What follows belongs to an exercise in optimizing a design on an open flow for a short achievable clock period and few clock cycles per item; a production flow would make more cautious choices.
Function was checked by simulation only, so behaviour that the tests miss may differ from the original.
The flow treats the clock pin as an ideal source. Dropping or thinning the clock tree relies on that and would not hold on a real chip.
Power figures rest on the tool's default switching activity, not on a simulated workload.

== red ==
==> flow/design.v (excerpt) <==
module mem_wb_top (
    input  logic         clk,
    input  logic         reset,
    input  logic         ex_valid,
    output logic         ex_ready,
    input  logic         ex_w_rd,
    input  logic [31:0]  ex_x_rd,
    input  logic         ex_mem_r_req,
    input  logic         ex_mem_w_req,
    input  logic [5:0]   ex_mem_addr,
    input  logic [106:0] ex_sr,
    input  logic [3:0]   ex_rd,
    output logic         rf_we,
    output logic [3:0]   rf_waddr,
    output logic [31:0]  rf_wdata,
    output logic [106:0] sr,
    output logic         commit,
    input  logic         intr_req,
    output logic         intr_pending
);
    lib_cpu::EXECUTE     ex;
    lib_cpu::SPECIAL_REG sr_s;
    assign ex.w_rd      = ex_w_rd;
    assign ex.x_rd      = ex_x_rd;
    assign ex.mem_r_req = ex_mem_r_req;
    assign ex.mem_w_req = ex_mem_w_req;
    assign ex.mem_addr  = ex_mem_addr;
    assign ex.sr        = ex_sr;
    assign sr           = sr_s;
    lib_mem_wb #(
        .XLEN   (32),
        .MEM_AW (6),
        .RF_AW  (4)
    ) u_mem_wb (
        .clk          (clk),
        .reset        (reset),
        .ex_valid     (ex_valid),
        .ex_ready     (ex_ready),
        .ex           (ex),
        .ex_rd        (ex_rd),
        .rf_we        (rf_we),
        .rf_waddr     (rf_waddr),
        .rf_wdata     (rf_wdata),
        .sr           (sr_s),
        .commit       (commit),
        .intr_req     (intr_req),
        .intr_pending (intr_pending)
    );
endmodule
Size in the first run: roughly 4,600 cells after synthesis, ~2,800 flip-flops, ~300 I/O pins, ~91,000 um2 of cells after synthesis.
==> module lib_data_ram, before the edit <==
module lib_data_ram #(
    parameter int W     = 32,
    parameter int AW    = 6,
    parameter int NBANK = 4
) (
    input  logic               clk,
    input  logic [(1<<AW)-1:0] wsel,
    input  logic [W-1:0]       wdata,
    input  logic [(1<<AW)-1:0] rsel,
    output logic [NBANK-1:0][W-1:0] rpart
);
    localparam int WORDS = 1 << AW;
    localparam int BANK  = WORDS / NBANK;
    logic [WORDS-1:0][W-1:0] mem;
    logic [NBANK-1:0][W-1:0] bank_or;
    always_ff @(posedge clk) begin
        for (int i = 0; i < WORDS; i++)
            if (wsel[i])
                mem[i] <= wdata;
    end
    always_comb begin
        for (int g = 0; g < NBANK; g++) begin
            bank_or[g] = '0;
            for (int j = 0; j < BANK; j++)
                bank_or[g] = bank_or[g] | (mem[g*BANK + j] & {W{rsel[g*BANK + j]}});
        end
    end
    always_ff @(posedge clk)
        rpart <= bank_or;
endmodule
==> module lib_mem_wb, before the edit <==
module lib_mem_wb #(
    parameter int XLEN   = 32,
    parameter int MEM_AW = 6,
    parameter int RF_AW  = 4
) (
    input  logic             clk,
    input  logic             reset,
    input  logic             ex_valid,
    output logic             ex_ready,
    input  lib_cpu::EXECUTE  ex,
    input  logic [RF_AW-1:0] ex_rd,
    output logic             rf_we,
    output logic [RF_AW-1:0] rf_waddr,
    output logic [XLEN-1:0]  rf_wdata,
    output lib_cpu::SPECIAL_REG sr,
    output logic             commit,
    input  logic             intr_req,
    output logic             intr_pending
);
    localparam int WORDS = 1 << MEM_AW;
    localparam int NBANK = 4;
    logic                s1_valid;
    logic                s1_rf_we;    
    logic [XLEN-1:0]     s1_x_rd;
    logic                s1_x_sel;    
    logic [WORDS-1:0]    s1_rsel;     
    logic [WORDS-1:0]    s1_wsel;     
    lib_cpu::SPECIAL_REG s1_sr;
    logic [RF_AW-1:0]    s1_rd;
    logic                s2_valid;
    logic                s2_rf_we;
    logic [XLEN-1:0]     s2_x_data;   
    lib_cpu::SPECIAL_REG s2_sr;
    logic [RF_AW-1:0]    s2_rd;
    lib_cpu::SPECIAL_REG s3_sr;
    logic                s3_any;
    logic [NBANK-1:0][XLEN-1:0] ram_rpart;
    logic [XLEN-1:0]            ram_rdata;
    assign ex_ready = 1'b1;
    always_ff @(posedge clk) begin
        s1_valid <= ex_valid;
        s1_rf_we <= ex.w_rd && (ex_rd != '0);
        s1_x_rd  <= ex.x_rd;
        s1_x_sel <= !ex.mem_r_req;
        for (int i = 0; i < WORDS; i++) begin
            s1_rsel[i] <= ex.mem_r_req && ex.mem_addr == MEM_AW'(i);
            s1_wsel[i] <= ex_valid && ex.mem_w_req && !ex.mem_r_req
                          && ex.mem_addr == MEM_AW'(i);
        end
        s1_sr    <= ex.sr;
        s1_rd    <= ex_rd;
    end
    lib_data_ram #(
        .W     (XLEN),
        .AW    (MEM_AW),
        .NBANK (NBANK)
    ) u_ram (
        .clk   (clk),
        .wsel  (s1_wsel),
        .wdata (s1_x_rd),
        .rsel  (s1_rsel),
        .rpart (ram_rpart)
    );
    always_ff @(posedge clk) begin
        s2_valid  <= s1_valid && !reset;
        s2_rf_we  <= s1_rf_we;
        s2_x_data <= s1_x_rd & {XLEN{s1_x_sel}};
        s2_sr     <= s1_sr;
        s2_rd     <= s1_rd;
    end
    always_comb begin
        ram_rdata = s2_x_data;
        for (int g = 0; g < NBANK; g++)
            ram_rdata = ram_rdata | ram_rpart[g];
    end
    always_ff @(posedge clk) begin
        rf_waddr <= s2_rd;
        rf_wdata <= ram_rdata;
        if (s2_valid)
            s3_sr <= s2_sr;
        if (reset) begin
            commit <= 1'b0;
            rf_we  <= 1'b0;
            s3_any <= 1'b0;
        end else begin
            commit <= s2_valid;
            rf_we  <= s2_valid && s2_rf_we;
            s3_any <= s3_any || s2_valid;
        end
    end
    always_ff @(posedge clk) begin
        if (reset)
            sr <= lib_mem::SR_RESET;
        else
            sr <= s3_any ? s3_sr : lib_mem::SR_RESET;
    end
    always_ff @(posedge clk) begin
        if (reset)
            intr_pending <= 1'b0;
        else if (intr_req)
            intr_pending <= 1'b1;
        else if (commit && s3_sr.ack)
            intr_pending <= 1'b0;
    end
endmodule
==> flow/config.mk <==
export PLATFORM = sky130hd
export DESIGN_NAME = mem_wb_top
export DESIGN_NICKNAME = mem_wb_top
export VERILOG_FILES = /design/flow/design.v
export SDC_FILE = /design/flow/constraint.sdc
export NUM_CORES = 4
export LEC_CHECK = 0
export CAP_MARGIN = 20
export CORE_MARGIN = 2
export CORE_UTILIZATION = 60
export PLACE_DENSITY = 0.7
export SETUP_SLACK_MARGIN = 3
export SLEW_MARGIN = 20
==> flow/constraint.sdc <==
create_clock -name core_clock -period 5.0 [get_ports {clk}]
set_input_delay 1.0000 -clock core_clock [delete_from_list [all_inputs] [get_ports {clk}]]
set_output_delay 1.0000 -clock core_clock [all_outputs]
set_load 0.01 [all_outputs]
standard.sh (not shown) runs the stock make flow with config.mk's settings and CLKGATE_MAP_FILE= SYNTH_SCRIPT=/design/flow/synth_recipe.tcl, a recipe that flattens the netlist after the stock synthesis.
==> flow/flow/run.sh <==
#!/bin/bash
# Own flow: the standard layout (standard.sh, standard synthesis), with
#  - a fixed, balanced three-level clock tree (flow/pre_cts.tcl replaces
#    TritonCTS's tree; the clock port feeds only the 4 top buffers),
#  - output flip-flops placed at their port buffers before detailed placement
#    (flow/pre_detail_place.tcl),
#  - port buffers of sky130_fd_sc_hd__buf_4 instead of the default choice,
#  - cell sizing not limited to cells of the same footprint.
# Each tool's full output stays in orfs/logs; make's own output goes to flow_make.log.
set -euo pipefail
WORK=$(pwd)
bash standard.sh \
  MATCH_CELL_FOOTPRINT=0 \
  "BUFFER_PORTS_ARGS=-buffer_cell sky130_fd_sc_hd__buf_4" \
  PRE_CTS_TCL="$WORK/flow/pre_cts.tcl" \
  PRE_DETAIL_PLACE_TCL="$WORK/flow/pre_detail_place.tcl" \
  finish > "$WORK/flow_make.log" 2>&1
Other scripts of this flow, unchanged in this note and not shown: flow/flow/pre_cts.tcl, flow/flow/pre_detail_place.tcl
Testbench counts of red, summed over its fixed seeds: cycles 16,024, items 16,000.
The following lists how blue was set up differently from red:
-- flow/design.v --
<<< red, line 30
) (
    input  logic               clk,
    input  logic [(1<<AW)-1:0] wsel,
    input  logic [W-1:0]       wdata,
    input  logic [(1<<AW)-1:0] rsel,
    output logic [NBANK-1:0][W-1:0] rpart
);
>>> blue, line 30
) (
    input  logic               clk,
    input  logic [7:0]         wlo,
    input  logic [(1<<AW)/8-1:0] whi,
    input  logic [W-1:0]       wdata,
    input  logic [7:0]         rlo,
    input  logic [(1<<AW)/8-1:0] rhi,
    output logic [NBANK-1:0][W-1:0] rpart
);
<<< red, line 39
    logic [WORDS-1:0][W-1:0] mem;
    logic [NBANK-1:0][W-1:0] bank_or;
    always_ff @(posedge clk) begin
        for (int i = 0; i < WORDS; i++)
>>> blue, line 41
    logic [WORDS-1:0][W-1:0] mem;
    logic [NBANK-1:0][W-1:0] bank_or;
    logic [WORDS-1:0]        wsel;
    logic [WORDS-1:0]        rsel;
    always_comb begin
        for (int i = 0; i < WORDS; i++) begin
            wsel[i] = wlo[i % 8] && whi[i / 8];
            rsel[i] = rlo[i % 8] && rhi[i / 8];
        end
    end
    always_ff @(posedge clk) begin
        for (int i = 0; i < WORDS; i++)
<<< red, line 79
    logic [XLEN-1:0]     s1_x_rd;
    logic                s1_x_sel;    
    logic [WORDS-1:0]    s1_rsel;     
    logic [WORDS-1:0]    s1_wsel;     
    lib_cpu::SPECIAL_REG s1_sr;
    logic [RF_AW-1:0]    s1_rd;
>>> blue, line 89
    logic [XLEN-1:0]     s1_x_rd;
    logic                s1_x_sel;    
    logic [7:0]          s1_rlo;      
    logic [7:0]          s1_wlo;      
    logic [WORDS/8-1:0]  s1_hi;       
    lib_cpu::SPECIAL_REG s1_sr;
    logic [RF_AW-1:0]    s1_rd;
<<< red, line 89
    logic [RF_AW-1:0]    s2_rd;
    lib_cpu::SPECIAL_REG s3_sr;
    logic                s3_any;
    logic [NBANK-1:0][XLEN-1:0] ram_rpart;
    logic [XLEN-1:0]            ram_rdata;
    assign ex_ready = 1'b1;
    always_ff @(posedge clk) begin
        s1_valid <= ex_valid;
        s1_rf_we <= ex.w_rd && (ex_rd != '0);
        s1_x_rd  <= ex.x_rd;
        s1_x_sel <= !ex.mem_r_req;
        for (int i = 0; i < WORDS; i++) begin
            s1_rsel[i] <= ex.mem_r_req && ex.mem_addr == MEM_AW'(i);
            s1_wsel[i] <= ex_valid && ex.mem_w_req && !ex.mem_r_req
                          && ex.mem_addr == MEM_AW'(i);
        end
        s1_sr    <= ex.sr;
        s1_rd    <= ex_rd;
>>> blue, line 100
    logic [RF_AW-1:0]    s2_rd;
    lib_cpu::SPECIAL_REG s3_sr;
    logic [NBANK-1:0][XLEN-1:0] ram_rpart;
    logic [XLEN-1:0]            ram_rdata;
    assign ex_ready = 1'b1;
    always_ff @(posedge clk) begin
        s1_valid <= ex_valid && !reset;
        s1_rf_we <= ex.w_rd && (ex_rd != '0);
        s1_x_rd  <= ex.x_rd;
        s1_x_sel <= !ex.mem_r_req;
        for (int j = 0; j < 8; j++) begin
            s1_rlo[j] <= ex.mem_r_req && ex.mem_addr[2:0] == 3'(j);
            s1_wlo[j] <= ex_valid && !reset && ex.mem_w_req && !ex.mem_r_req
                         && ex.mem_addr[2:0] == 3'(j);
        end
        for (int k = 0; k < WORDS / 8; k++)
            s1_hi[k] <= ex.mem_addr[MEM_AW-1:3] == (MEM_AW-3)'(k);
        s1_sr    <= ex.sr;
        s1_rd    <= ex_rd;
<<< red, line 112
    ) u_ram (
        .clk   (clk),
        .wsel  (s1_wsel),
        .wdata (s1_x_rd),
        .rsel  (s1_rsel),
        .rpart (ram_rpart)
    );
>>> blue, line 124
    ) u_ram (
        .clk   (clk),
        .wlo   (s1_wlo),
        .whi   (s1_hi),
        .wdata (s1_x_rd),
        .rlo   (s1_rlo),
        .rhi   (s1_hi),
        .rpart (ram_rpart)
    );
<<< red, line 132
        rf_waddr <= s2_rd;
        rf_wdata <= ram_rdata;
        if (s2_valid)
            s3_sr <= s2_sr;
        if (reset) begin
            commit <= 1'b0;
            rf_we  <= 1'b0;
            s3_any <= 1'b0;
        end else begin
            commit <= s2_valid;
            rf_we  <= s2_valid && s2_rf_we;
            s3_any <= s3_any || s2_valid;
        end
    end
>>> blue, line 146
        rf_waddr <= s2_rd;
        rf_wdata <= ram_rdata;
        if (reset) begin
            commit <= 1'b0;
            rf_we  <= 1'b0;
            s3_sr  <= lib_mem::SR_RESET;
        end else begin
            commit <= s2_valid;
            rf_we  <= s2_valid && s2_rf_we;
            if (s2_valid)
                s3_sr <= s2_sr;
        end
    end
<<< red, line 148
            sr <= lib_mem::SR_RESET;
        else
            sr <= s3_any ? s3_sr : lib_mem::SR_RESET;
    end
    always_ff @(posedge clk) begin
>>> blue, line 161
            sr <= lib_mem::SR_RESET;
        else
            sr <= s3_sr;
    end
    always_ff @(posedge clk) begin
Results
blue: flow completed, timing, DRC and antenna clean. Compared with red, in blue highest attainable clock frequency shrank by 2.6%, worst hold slack across all endpoints held steady. [blue vs red] fraction of standard cell area that is sequential: lower in blue. Compared red against blue; clock group power within noise. The run showing the greater proportion of power drawn by the clock network is blue. Worst slew margin relative to its limit, blue and red: higher on blue. blue: wire length reported by the detailed router about 4% above red.
Testbench counts of blue, summed over its fixed seeds: cycles 16,024, items 16,000.
In every run of this note, the design's own scripts or RTL, not TritonCTS, make the clock network.

[port drivers added, routing unchanged]
The flow's constraints put no driver on any port. The routed layouts listed below were extracted and timed again, unchanged, in two steps. Step 1 (the two cells are an assumption about what drives the block):
set clk [get_ports {clk}]
set_driving_cell -lib_cell sky130_fd_sc_hd__clkbuf_16 $clk
set_driving_cell -lib_cell sky130_fd_sc_hd__buf_2 [delete_from_list [all_inputs] $clk]
Step 2 also shifts input and output timing later by t, the mid clock arrival at the registers, as if the neighbouring blocks saw the same clock. Slacks: ideal ports / drivers / drivers and shift; pairs: ideal ports / drivers.
| run | shift t [ns] | setup WS [ns] | worst setup path at the end |
|---|---|---|---|
| red | 0.738 | 2.973 / 2.797 / 2.522 | input to register |
| blue | 0.740 | 2.918 / 2.805 / 2.539 | input to register |
After both steps every run listed still meets setup and hold. For red, which loses most, drivers alone change the setup slack by -0.176 ns; drivers and shift together by -0.451 ns.
